What follows belongs to an exercise in optimizing a design on an open flow for small area, a short achievable clock period and few clock cycles per item; a production flow would make more cautious choices. In this exercise RTL edits were held to simulation tests only and were not proved equivalent to the original.

`design/flow/design.v`:
```
package mbt_pkg;
  localparam int IN_CNT  = 4;
  localparam int HID_W   = 4;
  localparam int HID_D   = 3;
  localparam int OUT_CNT = 3;
  localparam int FEAT_N  = 4;
  localparam int SCORE_N = 3;
  localparam int MAX_FI = (IN_CNT > HID_W) ? IN_CNT : HID_W;
  localparam int MAX_N  = (MAX_FI > OUT_CNT) ? MAX_FI : OUT_CNT;
  localparam int HBASE   = HID_W * (IN_CNT + 1);
  localparam int HSTRIDE = HID_W * (HID_W + 1);
  localparam int W_TOTAL = HBASE + (HID_D - 1) * HSTRIDE + OUT_CNT * (HID_W + 1);
  localparam int WA_W   = $clog2(W_TOTAL);
  localparam int LAY_W  = $clog2(HID_D + 2);
  localparam int NRN_W  = (MAX_N > 1) ? $clog2(MAX_N) : 1;
  localparam int TAP_W  = $clog2(MAX_FI + 1);
  localparam int ACT_N  = (HID_D + 2) * MAX_N;
  localparam int ACT_IW = $clog2(ACT_N);
  localparam int DLT_N  = (HID_D + 1) * MAX_N;
  localparam int DLT_IW = $clog2(DLT_N);
  localparam int W_W   = 16;
  localparam int ACT_W = 17;
  localparam int Q_W   = 11;
  localparam int LR_W  = 11;
  localparam int MA_W  = 28;
  localparam int MB_W  = 17;
  localparam int PR_W  = MA_W + MB_W;
  localparam int ONE_Q10 = 1024;
  localparam logic [LR_W-1:0] LR_RESET = 11'd51;
  localparam logic [1:0] OP_TRAIN = 2'd1;
  localparam logic [1:0] OP_WRITE = 2'd2;
endpackage
import mbt_pkg::*;
module mlp_backprop_trainer_top (
  input  logic                      clk,
  input  logic                      rst_n,
  input  logic                      in_valid,
  output logic                      in_ready,
  input  logic [1:0]                in_action,
  input  logic signed [15:0]        in_feature_a,
  input  logic signed [15:0]        in_feature_b,
  input  logic signed [15:0]        in_feature_c,
  input  logic signed [15:0]        in_feature_d,
  input  logic [10:0]               in_target_a,
  input  logic [10:0]               in_target_b,
  input  logic [10:0]               in_target_c,
  input  logic [6:0]                in_weight_index,
  input  logic signed [15:0]        in_weight_value,
  output logic                      out_valid,
  input  logic                      out_ready,
  output logic [10:0]               out_score_a,
  output logic [10:0]               out_score_b,
  output logic [10:0]               out_score_c,
  input  logic                      cfg_wr_en,
  input  logic [mbt_pkg::LR_W-1:0]  cfg_wr_data
);
  function automatic logic [10:0] sig_y_lut(input logic [7:0] idx);
    logic [10:0] r;
    case (idx)
      8'd0: r = 11'd0;
      8'd1: r = 11'd0;
      8'd2: r = 11'd0;
      8'd3: r = 11'd0;
      8'd4: r = 11'd0;
      8'd5: r = 11'd0;
      8'd6: r = 11'd0;
      8'd7: r = 11'd1;
      8'd8: r = 11'd1;
      8'd9: r = 11'd1;
      8'd10: r = 11'd1;
      8'd11: r = 11'd1;
      8'd12: r = 11'd1;
      8'd13: r = 11'd1;
      8'd14: r = 11'd1;
      8'd15: r = 11'd1;
      8'd16: r = 11'd1;
      8'd17: r = 11'd1;
      8'd18: r = 11'd1;
      8'd19: r = 11'd1;
      8'd20: r = 11'd1;
      8'd21: r = 11'd1;
      8'd22: r = 11'd1;
      8'd23: r = 11'd1;
      8'd24: r = 11'd2;
      8'd25: r = 11'd2;
      8'd26: r = 11'd2;
      8'd27: r = 11'd2;
      8'd28: r = 11'd2;
      8'd29: r = 11'd2;
      8'd30: r = 11'd2;
      8'd31: r = 11'd2;
      8'd32: r = 11'd3;
      8'd33: r = 11'd3;
      8'd34: r = 11'd3;
      8'd35: r = 11'd3;
      8'd36: r = 11'd3;
      8'd37: r = 11'd3;
      8'd38: r = 11'd4;
      8'd39: r = 11'd4;
      8'd40: r = 11'd4;
      8'd41: r = 11'd4;
      8'd42: r = 11'd5;
      8'd43: r = 11'd5;
      8'd44: r = 11'd5;
      8'd45: r = 11'd6;
      8'd46: r = 11'd6;
      8'd47: r = 11'd6;
      8'd48: r = 11'd7;
      8'd49: r = 11'd7;
      8'd50: r = 11'd8;
      8'd51: r = 11'd8;
      8'd52: r = 11'd9;
      8'd53: r = 11'd9;
      8'd54: r = 11'd10;
      8'd55: r = 11'd11;
      8'd56: r = 11'd11;
      8'd57: r = 11'd12;
      8'd58: r = 11'd13;
      8'd59: r = 11'd14;
      8'd60: r = 11'd14;
      8'd61: r = 11'd15;
      8'd62: r = 11'd16;
      8'd63: r = 11'd17;
      8'd64: r = 11'd18;
      8'd65: r = 11'd20;
      8'd66: r = 11'd21;
      8'd67: r = 11'd22;
      8'd68: r = 11'd24;
      8'd69: r = 11'd25;
      8'd70: r = 11'd27;
      8'd71: r = 11'd28;
      8'd72: r = 11'd30;
      8'd73: r = 11'd32;
      8'd74: r = 11'd34;
      8'd75: r = 11'd36;
      8'd76: r = 11'd38;
      8'd77: r = 11'd41;
      8'd78: r = 11'd43;
      8'd79: r = 11'd46;
      8'd80: r = 11'd49;
      8'd81: r = 11'd52;
      8'd82: r = 11'd55;
      8'd83: r = 11'd58;
      8'd84: r = 11'd62;
      8'd85: r = 11'd65;
      8'd86: r = 11'd69;
      8'd87: r = 11'd73;
      8'd88: r = 11'd78;
      8'd89: r = 11'd82;
      8'd90: r = 11'd87;
      8'd91: r = 11'd92;
      8'd92: r = 11'd98;
      8'd93: r = 11'd103;
      8'd94: r = 11'd109;
      8'd95: r = 11'd116;
      8'd96: r = 11'd122;
      8'd97: r = 11'd129;
      8'd98: r = 11'd136;
      8'd99: r = 11'd144;
      8'd100: r = 11'd152;
      8'd101: r = 11'd160;
      8'd102: r = 11'd168;
      8'd103: r = 11'd177;
      8'd104: r = 11'd187;
      8'd105: r = 11'd197;
      8'd106: r = 11'd207;
      8'd107: r = 11'd217;
      8'd108: r = 11'd228;
      8'd109: r = 11'd239;
      8'd110: r = 11'd251;
      8'd111: r = 11'd263;
      8'd112: r = 11'd275;
      8'd113: r = 11'd288;
      8'd114: r = 11'd301;
      8'd115: r = 11'd315;
      8'd116: r = 11'd329;
      8'd117: r = 11'd343;
      8'd118: r = 11'd357;
      8'd119: r = 11'd372;
      8'd120: r = 11'd387;
      8'd121: r = 11'd402;
      8'd122: r = 11'd417;
      8'd123: r = 11'd433;
      8'd124: r = 11'd448;
      8'd125: r = 11'd464;
      8'd126: r = 11'd480;
      8'd127: r = 11'd496;
      8'd128: r = 11'd512;
      8'd129: r = 11'd528;
      8'd130: r = 11'd544;
      8'd131: r = 11'd560;
      8'd132: r = 11'd576;
      8'd133: r = 11'd591;
      8'd134: r = 11'd607;
      8'd135: r = 11'd622;
      8'd136: r = 11'd637;
      8'd137: r = 11'd652;
      8'd138: r = 11'd667;
      8'd139: r = 11'd681;
      8'd140: r = 11'd695;
      8'd141: r = 11'd709;
      8'd142: r = 11'd723;
      8'd143: r = 11'd736;
      8'd144: r = 11'd749;
      8'd145: r = 11'd761;
      8'd146: r = 11'd773;
      8'd147: r = 11'd785;
      8'd148: r = 11'd796;
      8'd149: r = 11'd807;
      8'd150: r = 11'd817;
      8'd151: r = 11'd827;
      8'd152: r = 11'd837;
      8'd153: r = 11'd847;
      8'd154: r = 11'd856;
      8'd155: r = 11'd864;
      8'd156: r = 11'd872;
      8'd157: r = 11'd880;
      8'd158: r = 11'd888;
      8'd159: r = 11'd895;
      8'd160: r = 11'd902;
      8'd161: r = 11'd908;
      8'd162: r = 11'd915;
      8'd163: r = 11'd921;
      8'd164: r = 11'd926;
      8'd165: r = 11'd932;
      8'd166: r = 11'd937;
      8'd167: r = 11'd942;
      8'd168: r = 11'd946;
      8'd169: r = 11'd951;
      8'd170: r = 11'd955;
      8'd171: r = 11'd959;
      8'd172: r = 11'd962;
      8'd173: r = 11'd966;
      8'd174: r = 11'd969;
      8'd175: r = 11'd972;
      8'd176: r = 11'd975;
      8'd177: r = 11'd978;
      8'd178: r = 11'd981;
      8'd179: r = 11'd983;
      8'd180: r = 11'd986;
      8'd181: r = 11'd988;
      8'd182: r = 11'd990;
      8'd183: r = 11'd992;
      8'd184: r = 11'd994;
      8'd185: r = 11'd996;
      8'd186: r = 11'd997;
      8'd187: r = 11'd999;
      8'd188: r = 11'd1000;
      8'd189: r = 11'd1002;
      8'd190: r = 11'd1003;
      8'd191: r = 11'd1004;
      8'd192: r = 11'd1006;
      8'd193: r = 11'd1007;
      8'd194: r = 11'd1008;
      8'd195: r = 11'd1009;
      8'd196: r = 11'd1010;
      8'd197: r = 11'd1010;
      8'd198: r = 11'd1011;
      8'd199: r = 11'd1012;
      8'd200: r = 11'd1013;
      8'd201: r = 11'd1013;
      8'd202: r = 11'd1014;
      8'd203: r = 11'd1015;
      8'd204: r = 11'd1015;
      8'd205: r = 11'd1016;
      8'd206: r = 11'd1016;
      8'd207: r = 11'd1017;
      8'd208: r = 11'd1017;
      8'd209: r = 11'd1018;
      8'd210: r = 11'd1018;
      8'd211: r = 11'd1018;
      8'd212: r = 11'd1019;
      8'd213: r = 11'd1019;
      8'd214: r = 11'd1019;
      8'd215: r = 11'd1020;
      8'd216: r = 11'd1020;
      8'd217: r = 11'd1020;
      8'd218: r = 11'd1020;
      8'd219: r = 11'd1021;
      8'd220: r = 11'd1021;
      8'd221: r = 11'd1021;
      8'd222: r = 11'd1021;
      8'd223: r = 11'd1021;
      8'd224: r = 11'd1021;
      8'd225: r = 11'd1022;
      8'd226: r = 11'd1022;
      8'd227: r = 11'd1022;
      8'd228: r = 11'd1022;
      8'd229: r = 11'd1022;
      8'd230: r = 11'd1022;
      8'd231: r = 11'd1022;
      8'd232: r = 11'd1022;
      8'd233: r = 11'd1023;
      8'd234: r = 11'd1023;
      8'd235: r = 11'd1023;
      8'd236: r = 11'd1023;
      8'd237: r = 11'd1023;
      8'd238: r = 11'd1023;
      8'd239: r = 11'd1023;
      8'd240: r = 11'd1023;
      8'd241: r = 11'd1023;
      8'd242: r = 11'd1023;
      8'd243: r = 11'd1023;
      8'd244: r = 11'd1023;
      8'd245: r = 11'd1023;
      8'd246: r = 11'd1023;
      8'd247: r = 11'd1023;
      8'd248: r = 11'd1023;
      8'd249: r = 11'd1023;
      8'd250: r = 11'd1024;
      8'd251: r = 11'd1024;
      8'd252: r = 11'd1024;
      8'd253: r = 11'd1024;
      8'd254: r = 11'd1024;
      8'd255: r = 11'd1024;
      default: r = '0;
    endcase
    sig_y_lut = r;
  endfunction
  function automatic logic [8:0] sig_d_lut(input logic [7:0] idx);
    logic [8:0] r;
    case (idx)
      8'd0: r = 9'd0;
      8'd1: r = 9'd0;
      8'd2: r = 9'd0;
      8'd3: r = 9'd0;
      8'd4: r = 9'd0;
      8'd5: r = 9'd0;
      8'd6: r = 9'd0;
      8'd7: r = 9'd1;
      8'd8: r = 9'd1;
      8'd9: r = 9'd1;
      8'd10: r = 9'd1;
      8'd11: r = 9'd1;
      8'd12: r = 9'd1;
      8'd13: r = 9'd1;
      8'd14: r = 9'd1;
      8'd15: r = 9'd1;
      8'd16: r = 9'd1;
      8'd17: r = 9'd1;
      8'd18: r = 9'd1;
      8'd19: r = 9'd1;
      8'd20: r = 9'd1;
      8'd21: r = 9'd1;
      8'd22: r = 9'd1;
      8'd23: r = 9'd1;
      8'd24: r = 9'd2;
      8'd25: r = 9'd2;
      8'd26: r = 9'd2;
      8'd27: r = 9'd2;
      8'd28: r = 9'd2;
      8'd29: r = 9'd2;
      8'd30: r = 9'd2;
      8'd31: r = 9'd2;
      8'd32: r = 9'd3;
      8'd33: r = 9'd3;
      8'd34: r = 9'd3;
      8'd35: r = 9'd3;
      8'd36: r = 9'd3;
      8'd37: r = 9'd3;
      8'd38: r = 9'd4;
      8'd39: r = 9'd4;
      8'd40: r = 9'd4;
      8'd41: r = 9'd4;
      8'd42: r = 9'd5;
      8'd43: r = 9'd5;
      8'd44: r = 9'd5;
      8'd45: r = 9'd6;
      8'd46: r = 9'd6;
      8'd47: r = 9'd6;
      8'd48: r = 9'd7;
      8'd49: r = 9'd7;
      8'd50: r = 9'd8;
      8'd51: r = 9'd8;
      8'd52: r = 9'd9;
      8'd53: r = 9'd9;
      8'd54: r = 9'd10;
      8'd55: r = 9'd11;
      8'd56: r = 9'd11;
      8'd57: r = 9'd12;
      8'd58: r = 9'd13;
      8'd59: r = 9'd14;
      8'd60: r = 9'd14;
      8'd61: r = 9'd15;
      8'd62: r = 9'd16;
      8'd63: r = 9'd17;
      8'd64: r = 9'd18;
      8'd65: r = 9'd20;
      8'd66: r = 9'd21;
      8'd67: r = 9'd22;
      8'd68: r = 9'd23;
      8'd69: r = 9'd24;
      8'd70: r = 9'd26;
      8'd71: r = 9'd27;
      8'd72: r = 9'd29;
      8'd73: r = 9'd31;
      8'd74: r = 9'd33;
      8'd75: r = 9'd35;
      8'd76: r = 9'd37;
      8'd77: r = 9'd39;
      8'd78: r = 9'd41;
      8'd79: r = 9'd44;
      8'd80: r = 9'd47;
      8'd81: r = 9'd49;
      8'd82: r = 9'd52;
      8'd83: r = 9'd55;
      8'd84: r = 9'd58;
      8'd85: r = 9'd61;
      8'd86: r = 9'd64;
      8'd87: r = 9'd68;
      8'd88: r = 9'd72;
      8'd89: r = 9'd75;
      8'd90: r = 9'd80;
      8'd91: r = 9'd84;
      8'd92: r = 9'd89;
      8'd93: r = 9'd93;
      8'd94: r = 9'd97;
      8'd95: r = 9'd103;
      8'd96: r = 9'd107;
      8'd97: r = 9'd113;
      8'd98: r = 9'd118;
      8'd99: r = 9'd124;
      8'd100: r = 9'd129;
      8'd101: r = 9'd135;
      8'd102: r = 9'd140;
      8'd103: r = 9'd146;
      8'd104: r = 9'd153;
      8'd105: r = 9'd159;
      8'd106: r = 9'd165;
      8'd107: r = 9'd171;
      8'd108: r = 9'd177;
      8'd109: r = 9'd183;
      8'd110: r = 9'd189;
      8'd111: r = 9'd195;
      8'd112: r = 9'd201;
      8'd113: r = 9'd207;
      8'd114: r = 9'd213;
      8'd115: r = 9'd218;
      8'd116: r = 9'd223;
      8'd117: r = 9'd228;
      8'd118: r = 9'd233;
      8'd119: r = 9'd237;
      8'd120: r = 9'd241;
      8'd121: r = 9'd244;
      8'd122: r = 9'd247;
      8'd123: r = 9'd250;
      8'd124: r = 9'd252;
      8'd125: r = 9'd254;
      8'd126: r = 9'd255;
      8'd127: r = 9'd256;
      8'd128: r = 9'd256;
      8'd129: r = 9'd256;
      8'd130: r = 9'd255;
      8'd131: r = 9'd254;
      8'd132: r = 9'd252;
      8'd133: r = 9'd250;
      8'd134: r = 9'd247;
      8'd135: r = 9'd244;
      8'd136: r = 9'd241;
      8'd137: r = 9'd237;
      8'd138: r = 9'd233;
      8'd139: r = 9'd228;
      8'd140: r = 9'd223;
      8'd141: r = 9'd218;
      8'd142: r = 9'd213;
      8'd143: r = 9'd207;
      8'd144: r = 9'd201;
      8'd145: r = 9'd195;
      8'd146: r = 9'd189;
      8'd147: r = 9'd183;
      8'd148: r = 9'd177;
      8'd149: r = 9'd171;
      8'd150: r = 9'd165;
      8'd151: r = 9'd159;
      8'd152: r = 9'd153;
      8'd153: r = 9'd146;
      8'd154: r = 9'd140;
      8'd155: r = 9'd135;
      8'd156: r = 9'd129;
      8'd157: r = 9'd124;
      8'd158: r = 9'd118;
      8'd159: r = 9'd113;
      8'd160: r = 9'd107;
      8'd161: r = 9'd103;
      8'd162: r = 9'd97;
      8'd163: r = 9'd93;
      8'd164: r = 9'd89;
      8'd165: r = 9'd84;
      8'd166: r = 9'd80;
      8'd167: r = 9'd75;
      8'd168: r = 9'd72;
      8'd169: r = 9'd68;
      8'd170: r = 9'd64;
      8'd171: r = 9'd61;
      8'd172: r = 9'd58;
      8'd173: r = 9'd55;
      8'd174: r = 9'd52;
      8'd175: r = 9'd49;
      8'd176: r = 9'd47;
      8'd177: r = 9'd44;
      8'd178: r = 9'd41;
      8'd179: r = 9'd39;
      8'd180: r = 9'd37;
      8'd181: r = 9'd35;
      8'd182: r = 9'd33;
      8'd183: r = 9'd31;
      8'd184: r = 9'd29;
      8'd185: r = 9'd27;
      8'd186: r = 9'd26;
      8'd187: r = 9'd24;
      8'd188: r = 9'd23;
      8'd189: r = 9'd22;
      8'd190: r = 9'd21;
      8'd191: r = 9'd20;
      8'd192: r = 9'd18;
      8'd193: r = 9'd17;
      8'd194: r = 9'd16;
      8'd195: r = 9'd15;
      8'd196: r = 9'd14;
      8'd197: r = 9'd14;
      8'd198: r = 9'd13;
      8'd199: r = 9'd12;
      8'd200: r = 9'd11;
      8'd201: r = 9'd11;
      8'd202: r = 9'd10;
      8'd203: r = 9'd9;
      8'd204: r = 9'd9;
      8'd205: r = 9'd8;
      8'd206: r = 9'd8;
      8'd207: r = 9'd7;
      8'd208: r = 9'd7;
      8'd209: r = 9'd6;
      8'd210: r = 9'd6;
      8'd211: r = 9'd6;
      8'd212: r = 9'd5;
      8'd213: r = 9'd5;
      8'd214: r = 9'd5;
      8'd215: r = 9'd4;
      8'd216: r = 9'd4;
      8'd217: r = 9'd4;
      8'd218: r = 9'd4;
      8'd219: r = 9'd3;
      8'd220: r = 9'd3;
      8'd221: r = 9'd3;
      8'd222: r = 9'd3;
      8'd223: r = 9'd3;
      8'd224: r = 9'd3;
      8'd225: r = 9'd2;
      8'd226: r = 9'd2;
      8'd227: r = 9'd2;
      8'd228: r = 9'd2;
      8'd229: r = 9'd2;
      8'd230: r = 9'd2;
      8'd231: r = 9'd2;
      8'd232: r = 9'd2;
      8'd233: r = 9'd1;
      8'd234: r = 9'd1;
      8'd235: r = 9'd1;
      8'd236: r = 9'd1;
      8'd237: r = 9'd1;
      8'd238: r = 9'd1;
      8'd239: r = 9'd1;
      8'd240: r = 9'd1;
      8'd241: r = 9'd1;
      8'd242: r = 9'd1;
      8'd243: r = 9'd1;
      8'd244: r = 9'd1;
      8'd245: r = 9'd1;
      8'd246: r = 9'd1;
      8'd247: r = 9'd1;
      8'd248: r = 9'd1;
      8'd249: r = 9'd1;
      8'd250: r = 9'd0;
      8'd251: r = 9'd0;
      8'd252: r = 9'd0;
      8'd253: r = 9'd0;
      8'd254: r = 9'd0;
      8'd255: r = 9'd0;
      default: r = '0;
    endcase
    sig_d_lut = r;
  endfunction
  function automatic logic [19:0] sig_slope(input logic signed [15:0] z);
    logic [15:0] u;
    logic [19:0] r;
    u = 16'(z + 16'sd8192);
    if (z < -16'sd8192) begin
      r = {sig_d_lut(8'd0), sig_y_lut(8'd0)};
    end else if (z >= 16'sd8192) begin
      r = {9'd0, 11'd1024};
    end else begin
      r = {sig_d_lut(u[13:6]), sig_y_lut(u[13:6])};
    end
    sig_slope = r;
  endfunction
  function automatic logic signed [15:0] sh10_sat34(input logic signed [33:0] v);
    logic signed [23:0] s;
    logic signed [15:0] r;
    s = 24'(v >>> 10);
    if (s > 24'sd32767)       r = 16'sh7FFF;
    else if (s < -24'sd32768) r = 16'sh8000;
    else                      r = s[15:0];
    sh10_sat34 = r;
  endfunction
  function automatic logic signed [15:0] sat24(input logic signed [23:0] s);
    logic signed [15:0] r;
    if (s > 24'sd32767)       r = 16'sh7FFF;
    else if (s < -24'sd32768) r = 16'sh8000;
    else                      r = s[15:0];
    sat24 = r;
  endfunction
  function automatic logic [85:0] csa43(input logic [42:0] x, input logic [42:0] y,
                                        input logic [42:0] z);
    logic [42:0] sm, cy;
    sm = x ^ y ^ z;
    cy = ((x & y) | (x & z) | (y & z)) << 1;
    csa43 = {cy, sm};
  endfunction
  localparam logic [2:0] OP_NOP  = 3'd0;
  localparam logic [2:0] OP_FWD  = 3'd1;
  localparam logic [2:0] OP_D3   = 3'd2;
  localparam logic [2:0] OP_EMAC = 3'd3;
  localparam logic [2:0] OP_STP  = 3'd4;
  localparam logic [2:0] OP_DM   = 3'd5;
  localparam logic [2:0] OP_UPD  = 3'd6;
  localparam logic [5:0] T_END_INF = 6'd19;
  localparam logic [5:0] T_END_TRN = 6'd53;
  typedef struct packed {
    logic [2:0] op;
    logic [1:0] lay;     
    logic [1:0] idx;     
    logic [3:0] row;     
    logic       first;   
    logic       last;    
  } ctl_t;
  function automatic logic [12:0] mk(input logic [2:0] op, input int lay, input int idx,
                                     input int row, input logic first, input logic last);
    mk = {op, 2'(lay), 2'(idx), 4'(row), first, last};
  endfunction
  function automatic ctl_t sched(input logic [5:0] t, input logic train);
    ctl_t c;
    c = mk(OP_NOP, 0, 0, 0, 1'b0, 1'b0);
    case (t)
      6'd0, 6'd1, 6'd2, 6'd3:     c = mk(OP_FWD, 0, int'(t),      int'(t),      1'b0, 1'b0);
      6'd5, 6'd6, 6'd7, 6'd8:     c = mk(OP_FWD, 1, int'(t) - 5,  int'(t) - 1,  1'b0, 1'b0);
      6'd10, 6'd11, 6'd12, 6'd13: c = mk(OP_FWD, 2, int'(t) - 10, int'(t) - 2,  1'b0, 1'b0);
      6'd15, 6'd16:               c = mk(OP_FWD, 3, int'(t) - 15, int'(t) - 3,  1'b0, 1'b0);
      6'd17:                      c = mk(OP_FWD, 3, 2,            14,           1'b0, 1'b1);
      default: begin
        if (train) begin
          case (t)
            6'd19:                  c = mk(OP_D3,   0, 0, 0, 1'b0, 1'b0);
            6'd21, 6'd22, 6'd23:    c = mk(OP_EMAC, 0, int'(t) - 21, int'(t) - 9,
                                           t == 6'd21, t == 6'd23);
            6'd24:                  c = mk(OP_STP,  3, 0, 0, 1'b0, 1'b0);
            6'd25:                  c = mk(OP_DM,   3, 0, 0, 1'b0, 1'b0);
            6'd26:                  c = mk(OP_UPD,  3, 0, 12, 1'b0, 1'b0);
            6'd27, 6'd28, 6'd29, 6'd30:
                                    c = mk(OP_EMAC, 0, int'(t) - 27, int'(t) - 19,
                                           t == 6'd27, t == 6'd30);
            6'd31:                  c = mk(OP_STP,  2, 0, 0, 1'b0, 1'b0);
            6'd32:                  c = mk(OP_DM,   2, 0, 0, 1'b0, 1'b0);
            6'd33:                  c = mk(OP_UPD,  3, 1, 13, 1'b0, 1'b0);
            6'd34, 6'd35, 6'd36, 6'd37:
                                    c = mk(OP_EMAC, 0, int'(t) - 34, int'(t) - 30,
                                           t == 6'd34, t == 6'd37);
            6'd38:                  c = mk(OP_STP,  1, 0, 0, 1'b0, 1'b0);
            6'd39:                  c = mk(OP_DM,   1, 0, 0, 1'b0, 1'b0);
            6'd40:                  c = mk(OP_UPD,  3, 2, 14, 1'b0, 1'b0);
            6'd41:                  c = mk(OP_STP,  0, 0, 0, 1'b0, 1'b0);
            6'd42:                  c = mk(OP_UPD,  2, 0, 8, 1'b0, 1'b0);
            6'd43, 6'd44, 6'd45, 6'd46:
                                    c = mk(OP_UPD,  0, int'(t) - 43, int'(t) - 43, 1'b0, 1'b0);
            6'd47, 6'd48, 6'd49:    c = mk(OP_UPD,  2, int'(t) - 46, int'(t) - 38, 1'b0, 1'b0);
            6'd50, 6'd51, 6'd52, 6'd53:
                                    c = mk(OP_UPD,  1, int'(t) - 50, int'(t) - 46, 1'b0, 1'b0);
            default: ;
          endcase
        end
      end
    endcase
    sched = c;
  endfunction
  logic              busy_r, train_r, in_ready_r, clear_r;
  logic [5:0]        t_r;
  ctl_t              ic_r, sc_r;
  logic [LR_W-1:0]   lr_r;
  logic [LR_W-1:0]   lr_item_q;         
  logic [4:0][14:0][15:0] W;             
  logic signed [15:0] wr_q  [5];        
  logic signed [15:0] ws_q  [5];        
  logic [42:0]        ps_q  [4];        
  logic [42:0]        pc_q  [4];
  logic signed [33:0] acc_q [4];
  logic signed [15:0] e_q   [4];
  logic signed [15:0] d_q   [4];
  logic signed [26:0] stp_q [4][4];     
  logic signed [15:0] a0_q  [4];
  logic [10:0]        a_q   [1:3][4];   
  logic [8:0]         slp_q [1:4][4];   
  logic signed [11:0] diff_q[3];
  logic [10:0]        tgt_q [3];
  logic [10:0]        res_q [2];
  logic signed [16:0] u4_q;
  logic               wr_v_r;
  logic [3:0]         wr_row_r;
  logic [2:0]         wr_lane_r;
  logic signed [15:0] wr_val_r;
  logic               out_valid_r, pend_v_r;
  logic [10:0]        out_q [3];
  logic [10:0]        pend_q[3];
  logic       accept, acc_item, acc_wr;
  logic [5:0] t_end;
  logic       cont;
  logic       busy_n, train_n;
  logic [5:0] t_n;
  ctl_t       ic_n, nxt_sched;
  assign accept   = in_valid && in_ready_r;
  assign acc_item = accept && (in_action != OP_WRITE);
  assign acc_wr   = accept && (in_action == OP_WRITE);
  assign t_end    = train_r ? T_END_TRN : T_END_INF;
  assign cont     = busy_r && (t_r != t_end);
  assign nxt_sched = sched(6'(t_r + 1'b1), train_r);
  always_comb begin
    busy_n  = busy_r;
    train_n = train_r;
    t_n     = 6'(t_r + 1'b1);
    if (acc_item) begin
      busy_n  = 1'b1;
      train_n = (in_action == OP_TRAIN);
      t_n     = '0;
    end else if (!cont) begin
      busy_n  = 1'b0;
    end
    if (acc_item)  ic_n = mk(OP_FWD, 0, 0, 0, 1'b0, 1'b0);
    else if (cont) ic_n = nxt_sched;
    else           ic_n = mk(OP_NOP, 0, 0, 0, 1'b0, 1'b0);
  end
  logic [3:0] pf_row;
  assign pf_row = cont ? nxt_sched.row : 4'd0;
  logic        push_r, push, out_free, pend_v_n;
  logic [10:0] y_fwd;
  logic [8:0]  slope_fwd;
  logic [10:0] pdata [3];
  assign push_r   = (sc_r.op == OP_FWD) && sc_r.last;
  assign push     = push_r || acc_wr;
  assign out_free = !out_valid_r || out_ready;
  assign pdata[0] = acc_wr ? 11'd0 : res_q[0];
  assign pdata[1] = acc_wr ? 11'd0 : res_q[1];
  assign pdata[2] = acc_wr ? 11'd0 : y_fwd;
  always_comb begin
    if (out_free) pend_v_n = pend_v_r && push;
    else          pend_v_n = pend_v_r || push;
  end
  logic wr_v_n, upd_s, ext_w;
  assign upd_s  = (sc_r.op == OP_UPD);
  assign ext_w  = wr_v_r && !upd_s;
  assign wr_v_n = acc_wr ? (in_weight_index < 7'd75) : (wr_v_r && upd_s);
  logic in_ready_n;
  always_comb begin
    logic window;
    if (acc_item)  window = 1'b0;
    else if (cont) window = (6'(t_r + 1'b1) == t_end);
    else           window = 1'b1;
    in_ready_n = window && !pend_v_n && !(wr_v_n && (ic_r.op == OP_UPD));
  end
  always_ff @(posedge clk) begin
    if (!rst_n) begin
      busy_r      <= 1'b0;
      train_r     <= 1'b0;
      t_r         <= '0;
      ic_r        <= mk(OP_NOP, 0, 0, 0, 1'b0, 1'b0);
      sc_r        <= mk(OP_NOP, 0, 0, 0, 1'b0, 1'b0);
      in_ready_r  <= 1'b0;
      out_valid_r <= 1'b0;
      pend_v_r    <= 1'b0;
      wr_v_r      <= 1'b0;
      lr_r        <= LR_RESET;
    end else begin
      busy_r     <= busy_n;
      train_r    <= train_n;
      t_r        <= t_n;
      ic_r       <= ic_n;
      sc_r       <= ic_r;
      in_ready_r <= in_ready_n;
      pend_v_r   <= pend_v_n;
      wr_v_r     <= wr_v_n;
      if (out_free) out_valid_r <= pend_v_r || push;
      if (cfg_wr_en) lr_r <= cfg_wr_data;
    end
  end
  always_ff @(posedge clk) begin
    clear_r <= !rst_n;
  end
  always_ff @(posedge clk) begin
    for (int k = 0; k < 3; k++) begin
      if (out_free) begin
        if (pend_v_r) out_q[k] <= pend_q[k];
        else if (push) out_q[k] <= pdata[k];
      end
      if (push && (pend_v_r || !out_free)) pend_q[k] <= pdata[k];
    end
  end
  always_ff @(posedge clk) begin
    if (in_ready_r) begin
      lr_item_q <= lr_r;
      a0_q[0]   <= in_feature_a;
      a0_q[1]   <= in_feature_b;
      a0_q[2]   <= in_feature_c;
      a0_q[3]   <= in_feature_d;
      tgt_q[0]  <= in_target_a;
      tgt_q[1]  <= in_target_b;
      tgt_q[2]  <= in_target_c;
      wr_row_r  <= 4'(in_weight_index / 7'd5);
      wr_lane_r <= 3'(in_weight_index % 7'd5);
      wr_val_r  <= in_weight_value;
    end
  end
  logic signed [15:0] upd_w [5];
  logic signed [15:0] wbus  [5];
  always_comb begin
    for (int j = 0; j < 5; j++) begin
      if (clear_r)    wbus[j] = '0;
      else if (upd_s) wbus[j] = upd_w[j];
      else            wbus[j] = wr_val_r;
    end
  end
  always_ff @(posedge clk) begin
    for (int j = 0; j < 5; j++) begin
      for (int r = 0; r < 15; r++) begin
        if (clear_r || (upd_s && sc_r.row == 4'(r)) ||
            (ext_w && wr_lane_r == 3'(j) && wr_row_r == 4'(r))) begin
          W[j][r] <= wbus[j];
        end
      end
    end
  end
  always_ff @(posedge clk) begin
    for (int j = 0; j < 5; j++) begin
      if (wr_v_r && wr_lane_r == 3'(j) && wr_row_r == pf_row) wr_q[j] <= wr_val_r;
      else wr_q[j] <= $signed(W[j][pf_row]);
      ws_q[j] <= wr_q[j];
    end
  end
  logic signed [26:0] stp_bc;
  logic signed [15:0] d_bc;
  assign stp_bc = stp_q[ic_r.lay][ic_r.idx];
  assign d_bc   = d_q[ic_r.idx];
  always_ff @(posedge clk) begin
    u4_q <= 17'((stp_bc + 27'sd512) >>> 10);
  end
  for (genvar j = 0; j < 4; j++) begin : g_lane
    logic signed [26:0] mul_a;
    logic signed [15:0] mul_b;
    logic signed [15:0] a_sel;
    logic [8:0]         slp_sel;
    logic signed [11:0] diff_j;
    logic [8:0]         slp4_j;
    assign diff_j = (j < 3) ? diff_q[(j < 3) ? j : 0] : 12'sd0;
    assign slp4_j = (j < 3) ? slp_q[4][j] : 9'd0;
    always_comb begin
      case (ic_r.lay)
        2'd0:    a_sel = a0_q[j];
        2'd1:    a_sel = $signed({5'b0, a_q[1][j]});
        2'd2:    a_sel = $signed({5'b0, a_q[2][j]});
        default: a_sel = $signed({5'b0, a_q[3][j]});
      endcase
      case (ic_r.lay)
        2'd1:    slp_sel = slp_q[1][j];
        2'd2:    slp_sel = slp_q[2][j];
        default: slp_sel = slp_q[3][j];
      endcase
      case (ic_r.op)
        OP_FWD: begin
          mul_a = 27'(wr_q[j]);
          mul_b = a_sel;
        end
        OP_EMAC: begin
          mul_a = 27'(wr_q[j]);
          mul_b = d_bc;
        end
        OP_D3: begin
          mul_a = 27'(diff_j);
          mul_b = $signed({7'b0, slp4_j});
        end
        OP_DM: begin
          mul_a = 27'(e_q[j]);
          mul_b = $signed({7'b0, slp_sel});
        end
        OP_STP: begin
          mul_a = 27'(d_q[j]);
          mul_b = $signed({5'b0, lr_item_q});
        end
        default: begin
          mul_a = stp_bc;
          mul_b = a_sel;
        end
      endcase
    end
    logic [42:0] mul_s, mul_c;
    mbt_bmul u_mul (.a(mul_a), .b(mul_b), .s(mul_s), .c(mul_c));
    always_ff @(posedge clk) begin
      ps_q[j] <= mul_s;
      pc_q[j] <= mul_c;
    end
    logic signed [33:0] acc_v;
    logic signed [23:0] upd_s24;
    logic [42:0]        acc_cs_s, acc_cs_c;
    logic signed [42:0] prod;
    logic [33:0]        prod_r;
    assign {acc_cs_c, acc_cs_s} = csa43(43'(sc_r.first ? 34'sd512 : acc_q[j]), ps_q[j], pc_q[j]);
    assign acc_v   = 34'(acc_cs_s[33:0] + acc_cs_c[33:0]);
    assign prod    = $signed(ps_q[j] + pc_q[j]);
    assign prod_r  = 34'(ps_q[j][33:0] + pc_q[j][33:0] + 34'd512);
    assign upd_s24 = 24'(ws_q[j]) + 24'(prod >>> 20) + 24'(prod[19]);
    assign upd_w[j] = sat24(upd_s24);
    always_ff @(posedge clk) begin
      case (sc_r.op)
        OP_D3, OP_DM: d_q[j] <= sh10_sat34(prod_r);
        OP_EMAC: begin
          acc_q[j] <= acc_v;
          if (sc_r.last) e_q[j] <= sh10_sat34(acc_v);
        end
        OP_STP: stp_q[sc_r.lay][j] <= prod[26:0];
        default: ;
      endcase
    end
  end
  assign upd_w[4] = sat24(24'(ws_q[4]) + 24'(u4_q));
  logic signed [34:0] fsum;
  logic signed [15:0] z_fwd;
  logic [19:0]        ss_fwd;
  logic [42:0] f1 [6];
  logic [42:0] f2 [4];
  logic [42:0] f3 [3];
  logic [42:0] f4 [2];
  assign {f1[1], f1[0]} = csa43(ps_q[0], pc_q[0], ps_q[1]);
  assign {f1[3], f1[2]} = csa43(pc_q[1], ps_q[2], pc_q[2]);
  assign {f1[5], f1[4]} = csa43(ps_q[3], pc_q[3], 43'($signed({ws_q[4], 10'd512})));
  assign {f2[1], f2[0]} = csa43(f1[0], f1[1], f1[2]);
  assign {f2[3], f2[2]} = csa43(f1[3], f1[4], f1[5]);
  assign {f3[1], f3[0]} = csa43(f2[0], f2[1], f2[2]);
  assign f3[2] = f2[3];
  assign {f4[1], f4[0]} = csa43(f3[0], f3[1], f3[2]);
  assign fsum = 35'(f4[0][34:0] + f4[1][34:0]);
  assign z_fwd     = sh10_sat34(fsum[33:0]);
  assign ss_fwd    = sig_slope(z_fwd);
  assign y_fwd     = ss_fwd[10:0];
  assign slope_fwd = ss_fwd[19:11];
  always_ff @(posedge clk) begin
    if (sc_r.op == OP_FWD) begin
      case (sc_r.lay)
        2'd0: begin a_q[1][sc_r.idx] <= y_fwd; slp_q[1][sc_r.idx] <= slope_fwd; end
        2'd1: begin a_q[2][sc_r.idx] <= y_fwd; slp_q[2][sc_r.idx] <= slope_fwd; end
        2'd2: begin a_q[3][sc_r.idx] <= y_fwd; slp_q[3][sc_r.idx] <= slope_fwd; end
        default: begin
          if (sc_r.idx != 2'd3) begin
            slp_q[4][sc_r.idx] <= slope_fwd;
            diff_q[sc_r.idx]   <= $signed({1'b0, tgt_q[sc_r.idx]}) - $signed({1'b0, y_fwd});
          end
          if (sc_r.idx < 2'd2) res_q[sc_r.idx[0]] <= y_fwd;
        end
      endcase
    end
  end
  assign in_ready    = in_ready_r;
  assign out_valid   = out_valid_r;
  assign out_score_a = out_q[0];
  assign out_score_b = out_q[1];
  assign out_score_c = out_q[2];
endmodule
module mbt_bmul (
  input  logic signed [26:0] a,
  input  logic signed [15:0] b,
  output logic [42:0]        s,
  output logic [42:0]        c
);
  localparam logic [42:0] SIGN_K = 43'h55558000000;
  logic [42:0] r [9];
  logic [42:0] l1 [6];
  logic [42:0] l2 [4];
  logic [42:0] l3 [3];
  function automatic logic [85:0] csa(input logic [42:0] x, input logic [42:0] y,
                                      input logic [42:0] z);
    logic [42:0] sm, cy;
    sm = x ^ y ^ z;
    cy = ((x & y) | (x & z) | (y & z)) << 1;
    csa = {cy, sm};
  endfunction
  always_comb begin
    logic [42:0] corr;
    corr = '0;
    for (int i = 0; i < 8; i++) begin
      logic b0, b1, b2, neg, one, two;
      logic [27:0] x, y;
      b0 = (i == 0) ? 1'b0 : b[(i == 0) ? 0 : 2 * i - 1];
      b1 = b[2 * i];
      b2 = b[2 * i + 1];
      neg = b2 & ~(b1 & b0);
      one = b1 ^ b0;
      two = (b2 & ~b1 & ~b0) | (~b2 & b1 & b0);
      x = one ? {a[26], a} : (two ? {a, 1'b0} : 28'd0);
      y = neg ? ~x : x;
      r[i] = 43'({~y[27], y[26:0]}) << (2 * i);
      corr[2 * i] = neg;
    end
    r[8] = SIGN_K | corr;
    {l1[1], l1[0]} = csa(r[0], r[1], r[2]);
    {l1[3], l1[2]} = csa(r[3], r[4], r[5]);
    {l1[5], l1[4]} = csa(r[6], r[7], r[8]);
    {l2[1], l2[0]} = csa(l1[0], l1[1], l1[2]);
    {l2[3], l2[2]} = csa(l1[3], l1[4], l1[5]);
    {l3[1], l3[0]} = csa(l2[0], l2[1], l2[2]);
    l3[2] = l2[3];
    {c, s} = csa(l3[0], l3[1], l3[2]);
  end
endmodule
```
`design/flow/run.sh`:
```
#!/bin/bash
# synth_recipe.tcl (not shown) runs the flow's synth.tcl, then flattens the netlist and writes it again
# the make line also repeats each setting of config.mk as NAME=value (left out here)
make -C /OpenROAD-flow-scripts/flow DESIGN_CONFIG=/design/flow/config.mk WORK_HOME=/design/flow/orfs CLKGATE_MAP_FILE= SYNTH_SCRIPT=/design/flow/synth_recipe.tcl finish
```
`design/flow/config.mk`:
```
export PLATFORM = sky130hd
export DESIGN_NAME = mlp_backprop_trainer_top
export DESIGN_NICKNAME = mlp_backprop_trainer_top
export VERILOG_FILES = /design/flow/design.v
export SDC_FILE = /design/flow/constraint.sdc
export NUM_CORES = 4
export LEC_CHECK = 0
export CAP_MARGIN = 20
export CORE_MARGIN = 2
export CORE_UTILIZATION = 45
export SLEW_MARGIN = 20
```
`design/flow/constraint.sdc`:
```
create_clock -name core_clock -period 16.0 [get_ports {clk}]
set_input_delay 3.2000 -clock core_clock [delete_from_list [all_inputs] [get_ports {clk}]]
set_output_delay 3.2000 -clock core_clock [all_outputs]
set_load 0.01 [all_outputs]
```
==> impl_metrics.csv <==
group,metric,value,unit
timing,final_max_slew_viol_count,0,
global_route,grt.total_usage,38.2,%
clocking,cts_tree,"yes",
worst_setup_path,critical_path_class,"flip-flop to flip-flop",
logic_synthesis,yosys_most_used_dff,"edfxtp_1",
placed_design,hpwlAfterDp,612000,um
worst_setup_path,required,16710,ps
clocking,cts_sinks,2969,
worst_hold_path,hold_class,"flip-flop to flip-flop",
worst_setup_path,cpPeakStageDelay,1110,ps
routing,wirelength,811000,um
floorplanning,die_w,645,um
final_layout,drive_gt1_share,9.34,%
worst_setup_path,cp.arrival,13580,ps
logic_synthesis,ys_async_sr_fraction,0,%
clocking,cts_max_path_buffers,4,
routing,drtIter0Drc,20712,
global_route,grt_pass1_vias,134091,
timing,tightestPinTransition,1370,ps
final_layout,final_nets,18843,
clocking,cts_root_buf,"clkbuf_16",
worst_setup_path,cp.buffers_inverters,7,
logic_synthesis,yosys_warnings,24,
routing,drcViolationCount,0,
floorplanning,die_area,416000,um^2
logic_synthesis,ys_top_cells_by_count,"edfxtp_1, inv_1, a21oi_1, nand2_1, fa_1",
placed_design,placed_cell_area,195000,um^2
logic_synthesis,synth.ff_latch_count,2969,
floorplanning,rows,235,
final_layout,multi_input_area,94100,um^2
timing,finalCritPeriodShare,80.5,%
final_layout,stdcell_area,207000,um^2
clocking,cts-resized-gates,0,
worst_setup_path,cp_top_family,"compound AO/OA/AOI/OAI gates",
logic_synthesis,yosysUniqueCellTypes,110,
routing,wl_per_cell,35.9,um
placed_design,portBuffers,172,
logic_synthesis,synth_area,185000,um^2
timing,fin_skew,78.5,ps
worst_setup_path,cpMaxStageDelayCell,"a31oi_1",
logic_synthesis,synth_edf_count,2418,
routing,drtAntennaViolNets,0,
final_layout,regArea,83700,um^2
clocking,clkLatencyLatePin,1000,ps
logic_synthesis,ys_seq_area_share,45.2,%
logic_synthesis,synth_cells,16689,
routing,vias,142708,
final_layout,syn_to_final_growth,11.7,%
logic_synthesis,avgSynthCellArea,11.1,um^2
worst_setup_path,r2r_slack,3120,ps
timing,rsz0062_at_grt,"no",
logic_synthesis,synth_top_area_share,39.3,%
timing,finalHoldViolCount,0,
timing,max-slew-margin-rel,8.44,%
floorplanning,start_util,45.2,%
run_status,status,"timing/DRC/antenna clean",
worst_setup_path,endpoint_kind,"flip-flop",
clocking,post_cts_buffers,0,
floorplanning,core,409000,um^2
worst_setup_path,worst-path-max-fanout,16,
placed_design,place_congestion,1.07,
clocking,cts_hold_buf,0,
timing,fin_crit,12880,ps
global_route,overflow,0,
worst_setup_path,crit_top_cell,"o21ai_0",
job,maxCapViolCount,0,
clocking,path_clk_slew,80,ps
routing,avgViaCountPerCell,6.32,
clocking,htreeDepth,5,
timing,setup_violations,0,
logic_synthesis,yosysTopAreaCell,"edfxtp_1",
routing,dr.pass1.iters,10,
logic_synthesis,netlist_top_cells_area,"edfxtp_1, fa_1, ha_1",
floorplanning,die_y,645,um
floorplanning,ios,173,
global_route,grt_pass1_wl,1110000,um
global_route,antenna_found_initial,151,
logic_synthesis,synth_nets,18764,
logic_synthesis,synth.most_common_cell,"edfxtp_1",
worst_setup_path,startpoint_type,"flip-flop",
final_layout,fill_cells,36812,
global_route,grt_max_degree,128,
timing,fmax,77.7,MHz
timing,tns,0,ps
clocking,cts_buffers,332,
## through the flow
stage	setup slack [ps]	util, %	instances	hold slack (ps)
after CTS	3540	50.3	22481	424
after global routing	2870	50.4	22518	419
after detailed placement	3580	47.7	21873	419
after global placement	3500	47.7	21871	415
final	3120	50.5	22593	425
after floorplan	6410	-	16689	310
## final timing paths
kind,startpoint,end,cells after the start
worst min-delay path,wr_q[0][10],ws_q[0][10],0
worst min register to register,wr_q[0][10],ws_q[0][10],0
worst max register to register,ps_q[2][16],diff_q[0][11],39
worst max-delay path,ps_q[2][16],diff_q[0][11],39
## worst register-to-register path: cells and delay by family, from the launching register on
kind	cells	cell delay, ps
AO/OA/AOI/OAI	19	5770
XOR/XNOR	1	220
adder cells (fa/ha/maj)	7	3830
buffers and inverters	7	1220
flip-flops	1	460
AND/OR/NAND/NOR	5	1150
## logic make-up (layout without fill, tap and decap cells)
kind of cell / count (synthesis) / after routing / share of synthesized area [%]
other cells: 0 / 100 / 0
simple gates: 4058 / 4058 / 10.4
compound gates: 3824 / 3824 / 13.5
flops: 2969 / 2969 / 45.2
xor+xnor: 1363 / 1363 / 6.47
buf+inv: 2279 / 2632 / 4.68
fa+ha+maj: 1937 / 1937 / 17.3
mux: 259 / 259 / 2.45
## routing by layer
layer	global-route usage [%]	wire length, um	part of all wire (%)	vias up
met3	13.1	104000	13	1569
li1	-	-	-	60209
met4	22.3	55500	6.8	110
met5	0.347	1030	0.13	-
met1	51.6	318000	39	71868
met2	53.2	331000	41	8952
## flip-flops by register name, summed over array words and instances (netlist names), 16 cells and up
signal	flops
pend_q	33
ws_q	80
res_q	22
pc_q	156
diff_q	36
wr_val_r	16
acc_q	136
W	1200
stp_q	432
u4_q	17
a_q	132
ps_q	172
d_q	64
tgt_q	33
e_q	64
wr_q	80
a0_q	64
out_q	33
slp_q	135
## cells in the final DEF (no fill, tap or decap), types with 53 or more instances in the layout
cell | synthesis | layout
o32ai_1 | 53 | 53
nand3_1 | 261 | 261
o31ai_1 | 149 | 147
mux4_2 | 151 | 151
clkbuf_16 | 0 | 337
xnor2_1 | 932 | 914
clkinv_2 | 0 | 55
nand2_1 | 1155 | 1150
a211oi_1 | 185 | 183
a31oi_1 | 130 | 129
a21oi_1 | 1276 | 1240
a311oi_1 | 78 | 77
nor3b_1 | 154 | 150
nor3_1 | 802 | 792
a21o_1 | 156 | 156
and2_1 | 97 | 93
fa_1 | 1034 | 1034
o21bai_1 | 85 | 80
buf_4 | 2 | 532
a221oi_1 | 58 | 57
o211ai_1 | 85 | 85
nand2b_1 | 70 | 70
diode_2 | 0 | 100
edfxtp_1 | 2418 | 2418
o21ai_0 | 580 | 501
nor2b_1 | 256 | 250
nor2_1 | 932 | 877
o21a_1 | 110 | 110
mux2i_1 | 68 | 68
inv_1 | 1294 | 1293
ha_1 | 903 | 885
or3_1 | 127 | 126
xor2_1 | 428 | 424
dfxtp_1 | 551 | 545
clkdlybuf4s50_1 | 0 | 172
a22oi_1 | 365 | 364
clkbuf_1 | 803 | 80
## final cells by class
class                           instances  share of cell area, %
Timing Repair Buffer                  717                   2.87
Clock buffer                          440                   4.38
Antenna cell                          100                  0.121
Clock inverter                        168                  0.889
Inverter                             1307                   2.37
Sequential cell                      2969                   40.5
Multi-Input combinational cell      11441                   45.6
Tap cell                             5451                   3.30
Testbench counts, summed over its fixed seeds: cycles 42,436, items 1,560.

==> port drivers added, routing unchanged <==
In the flow no input, the clock included, has a driving cell. The finished layout below was timed again as built, in two steps. Step 1 sets driving cells, clkbuf_16 on the clock port and buf_2 on the other inputs (assumed; they add their load-dependent delay and slew). Step 2 also shifts input and output timing later by t, the mid clock arrival at the registers, as if the neighbouring blocks saw the same clock. Slacks: ideal ports / drivers / drivers and shift; pairs: ideal ports / drivers.
t, ns: 1.071
slack for setup (ns): 3.124 / 3.124 / 3.124
hold slack, ns: 0.425 / 0.425 / 0.425
After both steps setup and hold are still met in this run. The setup slack of this run moves by 0.000 ns with the drivers and by 0.000 ns with both steps.
